From an optimization exercise on the open Yosys and OpenROAD flow, aimed at small area; shortcuts taken in it are not production practice.
Only simulation tests tie the RTL to the original design; equivalence was not proved.

`flow/run.sh`:
```
#!/bin/bash
# synth_recipe.tcl (not shown) runs the flow's synth.tcl, then flattens the netlist and writes it again
# the make line also repeats each setting of config.mk as NAME=value (left out here)
make -C /OpenROAD-flow-scripts/flow DESIGN_CONFIG=/design/flow/config.mk WORK_HOME=/design/flow/orfs CLKGATE_MAP_FILE= SYNTH_SCRIPT=/design/flow/synth_recipe.tcl finish
```
`flow/config.mk`:
```
export PLATFORM = sky130hd
export DESIGN_NAME = laser_top
export DESIGN_NICKNAME = laser_top
export VERILOG_FILES = /design/flow/design.v
export SDC_FILE = /design/flow/constraint.sdc
export NUM_CORES = 4
export LEC_CHECK = 0
export CAP_MARGIN = 20
export CORE_MARGIN = 2
export CORE_UTILIZATION = 40
export SLEW_MARGIN = 20
```
`flow/constraint.sdc`:
```
create_clock -name core_clock -period 12.0 [get_ports {CLK}]
set_input_delay 2.4000 -clock core_clock [delete_from_list [all_inputs] [get_ports {CLK}]]
set_output_delay 2.4000 -clock core_clock [all_outputs]
set_load 0.01 [all_outputs]
```
`flow/design.v`:
```
`default_nettype none
package laser_pkg;
    localparam int COORD_W = 4;
    localparam int NUM_POINTS = 40;
    localparam int CAND_W = 8;
    localparam int CNT_W = 6;
    localparam logic [9:0] SEQ_START = 10'd216;    
    localparam logic [9:0] SEQ_LAST  = 10'd772;    
    typedef logic [COORD_W-1:0] coord_t;
    typedef logic [CNT_W-1:0] count_t;
endpackage
`default_nettype wire
`timescale 1ns/100ps
`default_nettype none
import laser_pkg::*;
module point_store
(
    input  logic        CLK,
    input  logic        load,
    input  laser_pkg::coord_t      wr_x,
    input  laser_pkg::coord_t      wr_y,
    input  logic        flag_wr,
    input  logic [laser_pkg::NUM_POINTS-1:0] flag_in,
    output logic [laser_pkg::NUM_POINTS-1:0][laser_pkg::COORD_W-1:0] pts_x,
    output logic [laser_pkg::NUM_POINTS-1:0][laser_pkg::COORD_W-1:0] pts_y,
    output logic [laser_pkg::NUM_POINTS-1:0] pts_f
);
    always_ff @(posedge CLK)
    begin
        pts_x[0] <= load ? wr_x : pts_x[NUM_POINTS-1];
        pts_y[0] <= load ? wr_y : pts_y[NUM_POINTS-1];
        pts_f[0] <= flag_wr ? flag_in[NUM_POINTS-1] : pts_f[NUM_POINTS-1];
        for (int i = 1; i < NUM_POINTS; i++)
        begin
            pts_x[i] <= pts_x[i-1];
            pts_y[i] <= pts_y[i-1];
            pts_f[i] <= flag_wr ? flag_in[i-1] : pts_f[i-1];
        end
    end
endmodule
`default_nettype wire
`timescale 1ns/100ps
`default_nettype none
import laser_pkg::*;
module coverage_counter
(
    input  logic [laser_pkg::NUM_POINTS-1:0][laser_pkg::COORD_W-1:0] pts_x,
    input  logic [laser_pkg::NUM_POINTS-1:0][laser_pkg::COORD_W-1:0] pts_y,
    input  logic [laser_pkg::NUM_POINTS-1:0] pts_f,
    input  laser_pkg::coord_t  cand_x,
    input  laser_pkg::coord_t  cand_y,
    input  logic    second_pass,
    output logic [laser_pkg::NUM_POINTS-1:0] covered,
    output laser_pkg::count_t  cnt
);
    function automatic logic [3:0] near(laser_pkg::coord_t a, laser_pkg::coord_t b);
        logic [1:0] ah, bh, al, bl;
        logic       hz, hp, hm, eq, e3, lem2, gep2, lt, gt;
        ah   = a[3:2];
        bh   = b[3:2];
        al   = a[1:0];
        bl   = b[1:0];
        hz   = (ah == bh);
        hp   = (ah == bh + 2'd1) && (bh != 2'd3);
        hm   = (bh == ah + 2'd1) && (ah != 2'd3);
        eq   = (al == bl);
        lt   = (al < bl);
        gt   = (al > bl);
        e3   = (al == 2'd3 && bl == 2'd0) || (al == 2'd0 && bl == 2'd3);
        lem2 = (al == 2'd0 && bl[1]) || (al == 2'd1 && bl == 2'd3);
        gep2 = (bl == 2'd0 && al[1]) || (bl == 2'd1 && al == 2'd3);
        near[0] = hz && eq;
        near[1] = (hz && !e3) || (hp && lem2) || (hm && gep2);
        near[2] = hz || (hp && lt) || (hm && gt);
        near[3] = hz || (hp && !gt) || (hm && !lt);
    endfunction
    function automatic logic within_radius(laser_pkg::coord_t ax, laser_pkg::coord_t ay, laser_pkg::coord_t bx, laser_pkg::coord_t by);
        logic [3:0] nx;
        logic [3:0] ny;
        nx = near(ax, bx);
        ny = near(ay, by);
        within_radius = (ny[3] && nx[0]) || (ny[2] && nx[1]) || (ny[1] && nx[2]) || (ny[0] && nx[3]);
    endfunction
    always_comb
    begin
        cnt = '0;
        for (int i = 0; i < NUM_POINTS; i++)
        begin
            covered[i] = within_radius(pts_x[i], pts_y[i], cand_x, cand_y);
            cnt      = cnt + CNT_W'(covered[i] && !(second_pass && pts_f[i]));
        end
    end
endmodule
`default_nettype wire
`timescale 1ns/100ps
`default_nettype none
import laser_pkg::*;
module best_center_tracker
(
    input  logic    CLK,
    input  laser_pkg::count_t  cnt,
    input  logic [laser_pkg::CAND_W-1:0] cand,
    input  logic    in_pass,
    input  logic    first,
    input  logic    second_pass,
    output logic    take,
    output logic [laser_pkg::CAND_W-1:0] best_idx,
    output logic [laser_pkg::CAND_W-1:0] c1_idx
);
    laser_pkg::count_t  best_cnt;
    assign take = first || (cnt > best_cnt);
    always_ff @(posedge CLK)
    begin
        if (in_pass && take)
        begin
            best_cnt <= cnt;
            best_idx <= cand;
        end
        if (second_pass && first)
            c1_idx <= best_idx;
    end
endmodule
`default_nettype wire
`timescale 1ns/100ps
`default_nettype none
import laser_pkg::*;
module laser_ctrl
(
    input  logic        CLK,
    input  logic        RST,
    output logic        load,
    output logic [laser_pkg::CAND_W-1:0] cand,
    output logic        in_pass,
    output logic        first,
    output logic        first_pass,
    output logic        second_pass,
    output logic        done
);
    logic [9:0] seq;
    logic       last;
    assign last = seq[9] && seq[8] && seq[2];
    always_ff @(posedge CLK or posedge RST)
    begin
        if (RST)
        begin
            seq  <= SEQ_START;
            done <= 1'b0;
        end
        else
        begin
            seq  <= last ? SEQ_START : seq + 1'b1;
            done <= last;
        end
    end
    assign load        = (seq[9:8] == 2'd0);
    assign first_pass  = (seq[9:8] == 2'd1);
    assign second_pass = (seq[9:8] == 2'd2);
    assign in_pass     = first_pass || second_pass;
    assign cand        = seq[7:0];
    assign first       = (seq[7:0] == 8'd0);
endmodule
`default_nettype wire
`timescale 1ns/100ps
`default_nettype none
import laser_pkg::*;
module laser_top
(
    input  logic    CLK,
    input  logic    RST,
    input  laser_pkg::coord_t  x,
    input  laser_pkg::coord_t  y,
    output laser_pkg::coord_t  c1x,
    output laser_pkg::coord_t  c1y,
    output laser_pkg::coord_t  c2x,
    output laser_pkg::coord_t  c2y,
    output logic    done
);
    logic        load;
    logic [CAND_W-1:0] cand;
    logic        in_pass;
    logic        first;
    logic        first_pass;
    logic        second_pass;
    logic        take;
    logic [NUM_POINTS-1:0][COORD_W-1:0] pts_x;
    logic [NUM_POINTS-1:0][COORD_W-1:0] pts_y;
    logic [NUM_POINTS-1:0] pts_f;
    logic [NUM_POINTS-1:0] covered;
    laser_pkg::count_t      cnt;
    logic [CAND_W-1:0] best_idx;
    logic [CAND_W-1:0] c1_idx;
    laser_ctrl u_ctrl (
        .CLK, .RST, .load, .cand, .in_pass, .first, .first_pass, .second_pass, .done
    );
    point_store u_store (
        .CLK, .load,
        .wr_x (x),
        .wr_y (y),
        .flag_wr (first_pass && take),
        .flag_in (covered),
        .pts_x, .pts_y, .pts_f
    );
    coverage_counter u_counter (
        .pts_x, .pts_y, .pts_f,
        .cand_x (cand[3:0]),
        .cand_y (cand[7:4]),
        .second_pass, .covered, .cnt
    );
    best_center_tracker u_tracker (
        .CLK, .cnt, .cand, .in_pass, .first, .second_pass, .take, .best_idx, .c1_idx
    );
    assign c1x = done ? c1_idx[3:0] : '0;
    assign c1y = done ? c1_idx[7:4] : '0;
    assign c2x = done ? best_idx[3:0] : '0;
    assign c2y = done ? best_idx[7:4] : '0;
endmodule
`default_nettype wire
```
==> flow_metrics.env <==
export IMPL_avgSynthCellArea_um2=8.864
export IMPL_cp_arrival_ps=10500
export IMPL_worstSetupEndpointType="register"
export IMPL_yosysUniqueCellTypes=61
export IMPL_met1_usage_pct=28.04
export IMPL_tns_ps=0
export IMPL_vias_per_cell=5.682
export IMPL_synthFlopType="dfxtp_1"
export IMPL_yosys_register_bits=393
export IMPL_status="finished clean"
export IMPL_htreeDepth=2
export IMPL_start_kind="register"
export IMPL_clockRootBuffer="clkbuf_16"
export IMPL_ys_warn_count=4
export IMPL_grt_pass1_vias=21420
export IMPL_final_seq_area_um2=8169
export IMPL_dieWidth_um=264.4
export IMPL_crit_buf_inv=2
export IMPL_grt_pass1_wl_mm=120.4
export IMPL_p_clk_share_pct=32.2
export IMPL_slew_limit_headroom_pct=26.04
export IMPL_internal_power_w=0.003137
export IMPL_syn_cell_area_um2=27120
export IMPL_avgRoutedWirePerCell_um=19.25
export IMPL_fin_util_pct=44.59
export IMPL_hold_viol=0
export IMPL_n_antenna_cell=0
export IMPL_ioPinCount=27
export IMPL_powerDensity_nw_per_um2=157.8
export IMPL_post_cts_buffers=0
export IMPL_grt_overflow=0
export IMPL_fin_crit_sh_pct=85.73
export IMPL_final_nets=3370
export IMPL_clk_latency_ps=600
export IMPL_cp_top_family="adder cells"
export IMPL_core_um2=67160
export IMPL_cp_common_cell="fa_1"
export IMPL_yosysSeqAreaShare_pct=30.04
export IMPL_final_area_um2=29950
export IMPL_p_leak_nw=12.55
export IMPL_synthesis_nets=3370
export IMPL_synthArstFlopShare_pct=2.799
export IMPL_worst_slack_ps=1712
export IMPL_fp_dieArea_um2=69910
export IMPL_num_rows=95
export IMPL_placed_cell_area_um2=28310
export IMPL_cpPeakStageDelay_ps=920
export IMPL_grt_util_met2_pct=37.64
export IMPL_total_power_w=0.004725
export IMPL_start_util_pct=40.39
export IMPL_fmax_mhz=97.20
export IMPL_syn_to_final_growth_pct=10.40
export IMPL_final_cell_mix="360 x dfxtp_1, 261 x ha_1, 252 x nand2_1, 174 x nor3_1, 168 x xnor2_1"
export IMPL_gp_congestion=0.8665
export IMPL_p_comb_share_pct=35.5
export IMPL_min_period_ps=10290
export IMPL_fillerInstances=6542
export IMPL_cts_tree="yes"
export IMPL_preCtsSetupSlack_ps=1710
export IMPL_busiest_layer="met2"
export IMPL_wl_mm=76.40
export IMPL_cts_resized_gates=0
export IMPL_rsz0062_at_grt="no"
export IMPL_maxSlewViolCount=0
export IMPL_numCtsBuffers=47
export IMPL_max_vdd_ir_drop_uv=303.7
export IMPL_path_max_fanout=40
export IMPL_mostFrequentLayoutCell="dfxtp_1"
export IMPL_drtAntennaViolNets=0
export IMPL_cap_viol_max_count=0
export IMPL_multiInputGateArea_um2=17800
export IMPL_worstPathRequired_ps=12210
export IMPL_fin_skew_ps=21.81
export IMPL_cts_sinks=393
export IMPL_critPathSlowestCell="ha_4"
export IMPL_drtPass1Iterations=5
export IMPL_drive_above_1_share_pct=7.556
export IMPL_cts_hold_buf=0
export IMPL_met3_usage_pct=2.248
export IMPL_finalSetupViolCount=0
export IMPL_drtIter0Drc=1485
export IMPL_seqPwrFrac_pct=32.3
export IMPL_drc_errors=0
export IMPL_synth_cells=3060
export IMPL_synth_enable_flop_cells=22
export IMPL_swShare_pct=33.61
export IMPL_portBuffers=26
export IMPL_grt_start_max_net_pins=79
export IMPL_path_clk_slew_ps=60
export IMPL_tightest_slew_ps=1099
export IMPL_antenna_found_initial=0
export IMPL_hold_class="register to register"
export IMPL_max_clock_path_buffers=3
export IMPL_crit_type="register to register"
export IMPL_place_hpwl_mm=52.00
export IMPL_grt_usage_pct=21.52
export IMPL_die_y_um=264.4
export IMPL_p_sw_w=0.001588
export IMPL_dr_total_vias=22560
[layer usage]
layer,vias up,share of wire [%]
li1,11110,-
met2,545,47
met4,0,2.5
met5,-,0
met3,135,4.4
met1,10770,46
[synthesized netlist by cell type, types with 67 or more instances]
cell type  count  area [um2]
dfxtp_1      360        7207
ha_1         269        3366
nand2_1      252       945.9
nor3_1       174       870.8
xnor2_1      168        1471
xor2_1       161        1410
inv_1        157       589.3
nand3_1       98       490.5
o21ai_0       98       490.5
a21o_1        89       668.1
a31oi_1       88       550.5
nand2b_1      84       525.5
nor2b_1       83       519.3
or2_2         80       500.5
nor2_1        73       274.0
a22oi_1       68       510.5
a221oi_1      67       586.8
[stage by stage]
| stage | hold slack, ps | cells |
|---|---|---|
| finish | 374.9 | 3970 |
| global route | 389.0 | 3970 |
| CTS | 375.0 | 3970 |
| detailed placement | 377.3 | 3884 |
| global placement | 374.5 | 3884 |
| floorplan | 364.0 | 3060 |
[power groups by stage]
stage / registers (W) / logic (W) / clock network, W
finish: 0.00153 / 0.00168 / 0.00152
CTS: 0.00152 / 0.00168 / 0.00155
global placement: 0.00155 / 0.00163 / 0
global route: 0.00153 / 0.00196 / 0.00160
floorplan: 0.00152 / 0.00132 / 0
detailed placement: 0.00155 / 0.00169 / 0
[flip-flops by register name, indices dropped and copies added, names as in the netlist]
signal and cells:
u_tracker.best_cnt 6, u_store.pts_x 160, u_tracker.c1_idx 8, u_ctrl.seq 10
u_ctrl.done 1, u_store.pts_f 40, u_tracker.best_idx 8, u_store.pts_y 160
[path summary, 6_finish.rpt]
path	startpoint	to	slack [ps]	cells after the start
hold / removal	u_store.pts_y[38]	u_store.pts_y[42]	370	0
max in group asynchronous	RST	u_ctrl.seq[2]	9520	2
hold reg to reg	u_store.pts_y[38]	u_store.pts_y[42]	370	0
setup / recovery	u_ctrl.seq[7]	u_tracker.best_idx[1]	1710	26
setup reg to reg	u_ctrl.seq[7]	u_tracker.best_idx[1]	1710	26
min in group asynchronous	RST	u_ctrl.done	2120	2
[kinds of logic (layout without fill, tap and decap cells)]
| family | count (synthesis) | after routing | share of synthesized area [%] |
|---|---|---|---|
| multiplexers | 50 | 50 | 1.877 |
| AO/OA/AOI/OAI | 705 | 705 | 18.89 |
| XOR/XNOR | 330 | 330 | 10.68 |
| buffers and inverters | 278 | 315 | 4.618 |
| AND/OR/NAND/NOR | 1004 | 1004 | 19.19 |
| adder cells (fa/ha/maj) | 300 | 300 | 14.70 |
| flip-flops | 393 | 393 | 30.04 |
[area by class of cell]
| class | instances | share of cell area [%] |
|---|---|---|
| Clock inverter | 16 | 0.7020 |
| Tap cell | 873 | 3.648 |
| Multi-Input combinational cell | 2389 | 59.43 |
| Sequential cell | 393 | 27.28 |
| Clock buffer | 70 | 4.759 |
| Inverter | 159 | 2.001 |
| Timing Repair Buffer | 70 | 2.181 |

## separate check: timing with driven ports
In the flow no input, the clock included, has a driving cell. The finished layout below was timed again as built, in two steps. Step 1 sets driving cells, clkbuf_16 on the clock port and buf_2 on the other inputs (assumed; they add their load-dependent delay and slew). Step 2 moves the port delays by t, midway between the first and last clock arrival at a register: inputs arrive t later, outputs are due t later. That takes back most of the time a late clock gives input paths. Slacks: no drivers / after step 1 / after step 2; pairs: no drivers / after step 1.
t, ns: 0.647
setup slack, ns: 1.712 / 1.712 / 1.712
hold WS [ns]: 0.375 / 0.375 / 0.375
After both steps this run still meets setup and hold. The setup slack of this run moves by 0.000 ns with the drivers and by 0.000 ns with both steps.
